This is an optimization exercise on Yosys and OpenROAD, whose aim is small area and a short achievable clock period, not a production implementation. In this exercise RTL edits were held to simulation tests only and were not proved equivalent to the original. Power and IR drop assume default switching activity.

$ cat flow/config.mk
export PLATFORM = sky130hd
export DESIGN_NAME = bpred_table
export DESIGN_NICKNAME = bpred_table
export VERILOG_FILES = /design/flow/design.v
export SDC_FILE = /design/flow/constraint.sdc
export NUM_CORES = 4
export LEC_CHECK = 0
export CAP_MARGIN = 20
export CORE_MARGIN = 2
export CORE_UTILIZATION = 40
export SLEW_MARGIN = 20
$ cat flow/constraint.sdc
create_clock -name core_clock -period 6.5 [get_ports {clk}]
set_input_delay 1.3000 -clock core_clock [delete_from_list [all_inputs] [get_ports {clk}]]
set_output_delay 1.3000 -clock core_clock [all_outputs]
set_load 0.01 [all_outputs]
$ cat flow/design.v
module bpred_table #(
    parameter int ADDR_W = 10,
    parameter int IDX_W  = 10,
    parameter int CTR_W  = 2,
    parameter int HIST_W = 8,
    parameter int MODE   = 1
) (
    input  logic              clk,
    input  logic              rst_n,
    input  logic              pred_valid,
    input  logic [ADDR_W-1:0] pred_addr,
    output logic              pred_ready,
    output logic              resp_valid,
    output logic              resp_taken,
    output logic [CTR_W-1:0]  resp_ctr,
    output logic [IDX_W-1:0]  resp_idx,
    input  logic              upd_valid,
    input  logic [IDX_W-1:0]  upd_idx,
    input  logic              upd_taken,
    output logic [HIST_W-1:0] ghr
);
    localparam int DEPTH = 1 << IDX_W;
    localparam logic [CTR_W-1:0] CTR_WNT = CTR_W'((1 << (CTR_W - 1)) - 1);
    typedef enum logic {
        ST_INIT,
        ST_READY
    } state_t;
    state_t             state;
    state_t             state_next;
    logic [IDX_W-1:0]   init_ptr;
    logic [CTR_W-1:0]   table_q [DEPTH];
    logic               pred_fire;
    logic               upd_fire;
    logic [IDX_W-1:0]   pred_idx;
    logic [CTR_W-1:0]   upd_old;
    logic [CTR_W-1:0]   upd_new;
    logic [HIST_W-1:0]  ghr_shift;
    logic               we;
    logic [IDX_W-1:0]   waddr;
    logic [CTR_W-1:0]   wdata;
    logic               addr_unused;
    assign addr_unused = ^pred_addr;
    always_ff @(posedge clk) begin
        if (!rst_n) begin
            state    <= ST_INIT;
            init_ptr <= '0;
        end else begin
            state <= state_next;
            if (state == ST_INIT) begin
                init_ptr <= init_ptr + IDX_W'(1);
            end
        end
    end
    always_comb begin
        state_next = state;
        pred_ready = 1'b0;
        case (state)
            ST_INIT: begin
                if (init_ptr == '1) begin
                    state_next = ST_READY;
                end
            end
            ST_READY: begin
                pred_ready = 1'b1;
            end
            default: state_next = ST_INIT;
        endcase
    end
    assign pred_fire = pred_valid && pred_ready;
    assign upd_fire  = upd_valid && pred_ready;
    generate
        if (MODE == 1) begin : g_gshare
            logic [IDX_W-1:0] ghr_ext;
            always_comb begin
                ghr_ext              = '0;
                ghr_ext[HIST_W-1:0]  = ghr;
            end
            assign pred_idx = pred_addr[IDX_W-1:0] ^ ghr_ext;
        end else begin : g_bimodal
            assign pred_idx = pred_addr[IDX_W-1:0];
        end
    endgenerate
    assign upd_old = table_q[upd_idx];
    always_comb begin
        upd_new = upd_old;
        if (upd_taken) begin
            if (upd_old != '1) upd_new = upd_old + CTR_W'(1);
        end else begin
            if (upd_old != '0) upd_new = upd_old - CTR_W'(1);
        end
    end
    generate
        if (HIST_W == 1) begin : g_hist1
            assign ghr_shift = upd_taken;
        end else begin : g_histn
            assign ghr_shift = {ghr[HIST_W-2:0], upd_taken};
        end
    endgenerate
    always_comb begin
        we    = 1'b0;
        waddr = upd_idx;
        wdata = upd_new;
        if (state == ST_INIT) begin
            we    = rst_n;
            waddr = init_ptr;
            wdata = CTR_WNT;
        end else if (upd_fire) begin
            we    = rst_n;
        end
    end
    always_ff @(posedge clk) begin
        if (we) begin
            table_q[waddr] <= wdata;
        end
    end
    always_ff @(posedge clk) begin
        if (!rst_n) begin
            resp_valid <= 1'b0;
            resp_taken <= 1'b0;
            resp_ctr   <= '0;
            resp_idx   <= '0;
            ghr        <= '0;
        end else begin
            resp_valid <= pred_fire;
            if (pred_fire) begin
                if (upd_fire && (upd_idx == pred_idx)) begin
                    resp_ctr   <= upd_new;
                    resp_taken <= upd_new[CTR_W-1];
                end else begin
                    resp_ctr   <= table_q[pred_idx];
                    resp_taken <= table_q[pred_idx][CTR_W-1];
                end
                resp_idx <= pred_idx;
            end
            if (upd_fire) begin
                ghr <= ghr_shift;
            end
        end
    end
endmodule
$ cat flow/run.sh
#!/bin/bash
# synth_recipe.tcl (not shown) runs the flow's synth.tcl, then flattens the netlist and writes it again
# the make line also repeats each setting of config.mk as NAME=value (left out here)
make -C /OpenROAD-flow-scripts/flow DESIGN_CONFIG=/design/flow/config.mk WORK_HOME=/design/flow/orfs CLKGATE_MAP_FILE= SYNTH_SCRIPT=/design/flow/synth_recipe.tcl finish
==> impl_results.html <==
<table>
<tr><th>Metric</th><th>Value</th></tr>
<tr><th colspan="2">Logic synthesis</th></tr>
<tr><td>Async SR Flop Fraction</td><td>0</td></tr>
<tr><td>Mean cell area of the mapped netlist</td><td>15.8 um2</td></tr>
<tr><td>Register bit total from synthesis</td><td>2080</td></tr>
<tr><td>Cell Area, Synth</td><td>102000 um2</td></tr>
<tr><td>Syn Inst Count</td><td>6437</td></tr>
<tr><td>Distinct cell type count after synthesis</td><td>81</td></tr>
<tr><td>Largest cells by area after synthesis</td><td>sky130_fd_sc_hd__edfxtp_1 60%, sky130_fd_sc_hd__mux4_2 21%, sky130_fd_sc_hd__nor2_1 4.1%, sky130_fd_sc_hd__mux2i_1 2.7%, sky130_fd_sc_hd__nand2_1 1.4%</td></tr>
<tr><td>Cell taking the most area after synthesis</td><td>sky130_fd_sc_hd__edfxtp_1</td></tr>
<tr><td>Yosys warning total</td><td>1</td></tr>
<tr><td>Post-synth EDFFs</td><td>2048</td></tr>
<tr><td>Post-synth top area share</td><td>0.603</td></tr>
<tr><td>Post-synthesis net count</td><td>6463</td></tr>
<tr><td>Post-synthesis sequential area ratio</td><td>0.609</td></tr>
<tr><td>Primary FF master, synth</td><td>sky130_fd_sc_hd__edfxtp_1</td></tr>
<tr><th colspan="2">Placement</th></tr>
<tr><td>Minimum setup slack after placement</td><td>0.133 ns</td></tr>
<tr><td>Total instance count after detailed placement</td><td>9716</td></tr>
<tr><td>Routability congestion estimate</td><td>0.989</td></tr>
<tr><td>Area after DPL</td><td>109000 um2</td></tr>
<tr><td>DP HPWL</td><td>252000 um</td></tr>
<tr><td># port buffers</td><td>47</td></tr>
<tr><th colspan="2">Clock tree</th></tr>
<tr><td>Count of instances resized after the clock tree is built</td><td>0</td></tr>
<tr><td>Clock transition at the registers of the reported paths</td><td>0.06 ns</td></tr>
<tr><td>Root Driver</td><td>sky130_fd_sc_hd__clkbuf_16</td></tr>
<tr><td>Buffers from clock root to sink, at most</td><td>3</td></tr>
<tr><td># clock sinks</td><td>2080</td></tr>
<tr><td>CTS tree</td><td>yes</td></tr>
<tr><td>Number of levels the H-tree was split into</td><td>4</td></tr>
<tr><td>Num CTS Buffers</td><td>215</td></tr>
<tr><td>Hold-fix buffer count after cts</td><td>0</td></tr>
<tr><td>Clock latency reported for the late side of the worst-skew pair</td><td>0.90 ns</td></tr>
<tr><td>Number of post-CTS setup repair buffers</td><td>0</td></tr>
<tr><th colspan="2">STA</th></tr>
<tr><td># setup viols final</td><td>0</td></tr>
<tr><td>Period utilisation layout</td><td>0.871</td></tr>
<tr><td>Worst Clk Skew</td><td>0.0729 ns</td></tr>
<tr><td>Max Freq</td><td>0.177 GHz</td></tr>
<tr><td>Min cycle time layout</td><td>5.66 ns</td></tr>
<tr><td>Total negative slack for setup checks</td><td>0 ns</td></tr>
<tr><td>Worst-margin pin slew</td><td>1.31 ns</td></tr>
<tr><td>Final Hold Vio Count</td><td>0</td></tr>
<tr><td>Rel. slew slack</td><td>0.126</td></tr>
<tr><td>Post-route setup slack</td><td>0.839 ns</td></tr>
<tr><td>Pins over their slew limit</td><td>0</td></tr>
<tr><td>Unrepaired setup endpoints after global routing</td><td>false</td></tr>
<tr><th colspan="2">Hold path</th></tr>
<tr><td>Worst Hold Path Cells</td><td>2</td></tr>
<tr><td>Worst hold endpoint</td><td>resp_idx[8]</td></tr>
<tr><td>Path category of the worst min-delay check</td><td>reg2reg</td></tr>
<tr><td>Startpoint of the tightest hold check path</td><td>resp_idx[8]</td></tr>
<tr><th colspan="2">Setup path</th></tr>
<tr><td>Dominant delay contributor by cell family on the critical path</td><td>compound AO/OA/AOI/OAI gates</td></tr>
<tr><td>Depth of the worst register-to-register path</td><td>12</td></tr>
<tr><td>Top fanout value on the critical path</td><td>87</td></tr>
<tr><td>Maximum single-stage delay on the critical path</td><td>0.98 ns</td></tr>
<tr><td>Critical path's slowest cell</td><td>sky130_fd_sc_hd__o21ai_0</td></tr>
<tr><td>Worst setup EP type</td><td>register</td></tr>
<tr><td>Endpoint required time on the critical path</td><td>7.12 ns</td></tr>
<tr><td>Worst R2R Start</td><td>table_q[791][0]</td></tr>
<tr><td>Critical Path, Cell by Cell</td><td>buf_8 &gt; nand2_4 &gt; buf_12 &gt; buf_12 &gt; o221ai_1 &gt; o22ai_1 &gt; nor2_1 &gt; o22ai_1 &gt; o21ai_0 &gt; nand3_1 &gt; o2111ai_1 &gt; maj3_2 &gt; and2_4 &gt; buf_12 &gt; buf_12</td></tr>
<tr><td>Type of the worst setup path</td><td>in2reg</td></tr>
<tr><td>CP Buf/Inv Count</td><td>5</td></tr>
<tr><td>Endpoint arrival time on the critical path</td><td>6.28 ns</td></tr>
<tr><td>Critical path depth in cells</td><td>15</td></tr>
<tr><td>Worst path most repeated cell</td><td>sky130_fd_sc_hd__buf_12</td></tr>
<tr><td>Startpoint class of the critical path</td><td>primary input</td></tr>
<tr><td>Register-to-register setup slack</td><td>1.76 ns</td></tr>
<tr><td>FF-to-FF End</td><td>table_q[241][1]</td></tr>
<tr><th colspan="2">Cells and area</th></tr>
<tr><td>Fraction of layout cells with a size suffix above 1</td><td>0.267</td></tr>
<tr><td>Number of fill cells in the layout</td><td>21761</td></tr>
<tr><td>Non-Filler Cell Area, Final</td><td>116000 um2</td></tr>
<tr><td>Area growth syn-to-layout</td><td>13.9%</td></tr>
<tr><td>Final std cells w/o fill</td><td>10136</td></tr>
<tr><td>Total number of nets in the final design</td><td>6593</td></tr>
<tr><th colspan="2">GRT</th></tr>
<tr><td>Antenna violations before repair</td><td>32</td></tr>
<tr><td>Maximum number of pins on one net before global-route repair</td><td>88</td></tr>
<tr><td>All-Layer GR Usage</td><td>0.293</td></tr>
<tr><td>Total grt overflow</td><td>0</td></tr>
<tr><td>Global-route wire length before repair</td><td>529000 um</td></tr>
<tr><td>Via count of the first global-routing pass</td><td>67062</td></tr>
<tr><th colspan="2">Detailed routing</th></tr>
<tr><td>Number of remaining DRC errors</td><td>0</td></tr>
<tr><td>Remaining number of nets flagged by the antenna check after routing</td><td>0</td></tr>
<tr><td>Number of vias in the routed layout</td><td>69118</td></tr>
<tr><td>Initial drt markers</td><td>11563</td></tr>
<tr><td>Routed via count divided by cell count</td><td>6.82</td></tr>
<tr><td>Wirelength, routed</td><td>384000 um</td></tr>
<tr><td>Mean routed wirelength per cell</td><td>37.8 um</td></tr>
<tr><td>Drt pass-1 iters</td><td>7</td></tr>
<tr><th colspan="2">Die</th></tr>
<tr><td>Initial Utilization</td><td>0.402</td></tr>
<tr><td>Full die area</td><td>259000 um2</td></tr>
<tr><td>Die Span Y</td><td>509 um</td></tr>
<tr><td>Num ports</td><td>48</td></tr>
<tr><td>Core area</td><td>254000 um2</td></tr>
<tr><td># rows</td><td>185</td></tr>
<tr><td>Horiz. Die Dim</td><td>509 um</td></tr>
<tr><th colspan="2">Run status</th></tr>
<tr><td>Outcome</td><td>complete, no violations</td></tr>
<tr><th colspan="2">Run</th></tr>
<tr><td>Count of max-cap constraint violations</td><td>0</td></tr>
<tr><th colspan="2">Pwr</th></tr>
<tr><td>Total power draw</td><td>29.5 mW</td></tr>
<tr><td>Cell area power density</td><td>254 nW/um2</td></tr>
<tr><td>Static Leak</td><td>34.0 nW</td></tr>
<tr><td>Maximum VDD drop</td><td>0.000295 V</td></tr>
</table>
worst max-delay path by stage:
stage / startpoint / end / slack (ns)
3_3_place_gp: upd_idx[0] / table_q[243][1] / 0.07
2_1_floorplan: upd_idx[0] / table_q[0][1] / -1.97
4_1_cts: upd_idx[0] / table_q[235][1] / 1.04
5_1_grt: upd_idx[0] / table_q[246][1] / 0.89
3_5_place_dp: upd_idx[0] / table_q[235][1] / 0.13
6_report: upd_idx[1] / table_q[235][1] / 0.84
routing by layer:
layer,global-route usage,share of wire
met2,0.435,0.44
met1,0.382,0.35
met5,0,0.00038
met3,0.0927,0.14
met4,0.158,0.063
registers in the layout, summed over array words and instances (netlist names):
| signal | cells |
|---|---|
| init_ptr | 10 |
| table_q | 2048 |
| resp_valid | 1 |
| ghr | 8 |
| resp_idx | 10 |
| resp_ctr | 2 |
| state | 1 |
through the flow:
step | hold WS, ns | util
final | 0.478 | 0.457
after global routing | 0.493 | 0.457
after CTS | 0.476 | 0.457
after detailed placement | 0.467 | 0.429
after global placement | 0.462 | 0.429
after floorplan | 0.488 | -
power breakdown:
| part | leakage [nW] | switching, mW | internal, mW |
|---|---|---|---|
| combinational | 13.7 | 1.42 | 0.797 |
| sequential | 16.8 | 0.00348 | 14.5 |
| clock | 3.51 | 5.52 | 7.24 |
| total | 34.0 | 6.94 | 22.5 |
cell usage in the layout (no fill, tap or decap), drive strengths merged, types with 9 or more instances in the layout:
cell type | Yosys | final
edfxtp | 2048 | 2048
nor2 | 1120 | 1120
mux4 | 948 | 948
buf | 256 | 453
nand2 | 393 | 393
mux2i | 271 | 271
clkbuf | 325 | 261
a21oi | 141 | 141
nand3 | 123 | 123
a22oi | 115 | 115
clkinv | 1 | 100
o221ai | 98 | 98
o22ai | 77 | 77
nor3 | 58 | 58
o21ai | 55 | 55
clkdlybuf4s50 | 0 | 41
nand4 | 37 | 37
dfxtp | 32 | 32
a31oi | 30 | 30
bufinv | 0 | 27
a32oi | 19 | 19
diode | 0 | 18
a221oi | 17 | 17
nand2b | 16 | 16
inv | 9 | 16
o211ai | 14 | 14
and3 | 14 | 14
and2 | 14 | 14
a21boi | 14 | 14
xnor2 | 14 | 14
or3 | 12 | 12
a211oi | 12 | 12
nor4 | 11 | 11
nor2b | 11 | 11
xor2 | 11 | 11
a22o | 10 | 10
o2111ai | 9 | 9
o211a | 9 | 9
tightest hold or removal path: stages (launching register included):
cell                       delay, ns
sky130_fd_sc_hd__dfxtp_1        0.32
sky130_fd_sc_hd__nand2_1        0.05
sky130_fd_sc_hd__a21boi_0       0.06
area by class of cell:
| type | count | area (um2) | area share |
|---|---|---|---|
| timing repair buffer | 494 | 5170 | 0.0445 |
| antenna | 18 | 45.0 | 0.000388 |
| multi-input combinational | 3766 | 37400 | 0.322 |
| inverter | 10 | 42.5 | 0.000366 |
| clock buffer | 261 | 5610 | 0.0483 |
| tap | 3366 | 4210 | 0.0363 |
| clock inverter | 141 | 1570 | 0.0135 |
| sequential | 2080 | 62100 | 0.535 |
Yosys cell counts (16+ instances only):
| cell | n |
|---|---|
| sky130_fd_sc_hd__buf_4 | 72 |
| sky130_fd_sc_hd__dfxtp_1 | 32 |
| sky130_fd_sc_hd__a21oi_1 | 141 |
| sky130_fd_sc_hd__buf_2 | 109 |
| sky130_fd_sc_hd__o22ai_1 | 77 |
| sky130_fd_sc_hd__nand3_1 | 123 |
| sky130_fd_sc_hd__a22oi_1 | 115 |
| sky130_fd_sc_hd__o221ai_1 | 98 |
| sky130_fd_sc_hd__buf_6 | 44 |
| sky130_fd_sc_hd__a31oi_1 | 30 |
| sky130_fd_sc_hd__a32oi_1 | 19 |
| sky130_fd_sc_hd__a221oi_1 | 17 |
| sky130_fd_sc_hd__mux2i_1 | 271 |
| sky130_fd_sc_hd__nor2_1 | 1120 |
| sky130_fd_sc_hd__nand2_1 | 393 |
| sky130_fd_sc_hd__buf_1 | 24 |
| sky130_fd_sc_hd__nor3_1 | 58 |
| sky130_fd_sc_hd__nand2b_1 | 16 |
| sky130_fd_sc_hd__nand4_1 | 37 |
| sky130_fd_sc_hd__o21ai_0 | 51 |
| sky130_fd_sc_hd__mux4_2 | 936 |
| sky130_fd_sc_hd__edfxtp_1 | 2048 |
| sky130_fd_sc_hd__clkbuf_1 | 325 |
cell families (layout without fill, tap and decap cells):
family | count (synthesis) | in the layout | synth area share
multiplexers | 1227 | 1227 | 0.237
buffers and inverters | 591 | 906 | 0.0299
adder cells (fa/ha/maj) | 2 | 2 | 0.000233
flip-flops | 2080 | 2080 | 0.609
XOR/XNOR | 32 | 32 | 0.00388
AND/OR/NAND/NOR | 1832 | 1832 | 0.0733
other | 0 | 18 | 0
AO/OA/AOI/OAI | 673 | 673 | 0.0463

## afterwards: timing with drivers on the ports
How much do the figures lean on ideal ports? The routed layout below was timed once more, with nothing changed but the port constraints.
Step 1 sets driving cells, clkbuf_16 on the clock port and buf_2 on the other inputs (assumed; they add their load-dependent delay and slew).
Step 2, shift: input delay + t, output delay - t, t = (earliest + latest rising clock arrival at the registers) / 2. This alone moves slack from input paths to output paths.
Three values: ideal ports, drivers, drivers and shift; two values: the first two.
shift t [ns]: 0.963
setup WS [ns]: 0.839 / 0.889 / -0.074
hold WS [ns]: 0.478 / 0.478 / 0.478
worst setup path after step 2: input to register
slew at the worst register clock pin (ns): 0.07 / 0.07
Met with ideal ports but missed after step 2: setup timing in this run. The setup slack of this run moves by +0.050 ns with the drivers and by -0.913 ns with both steps.
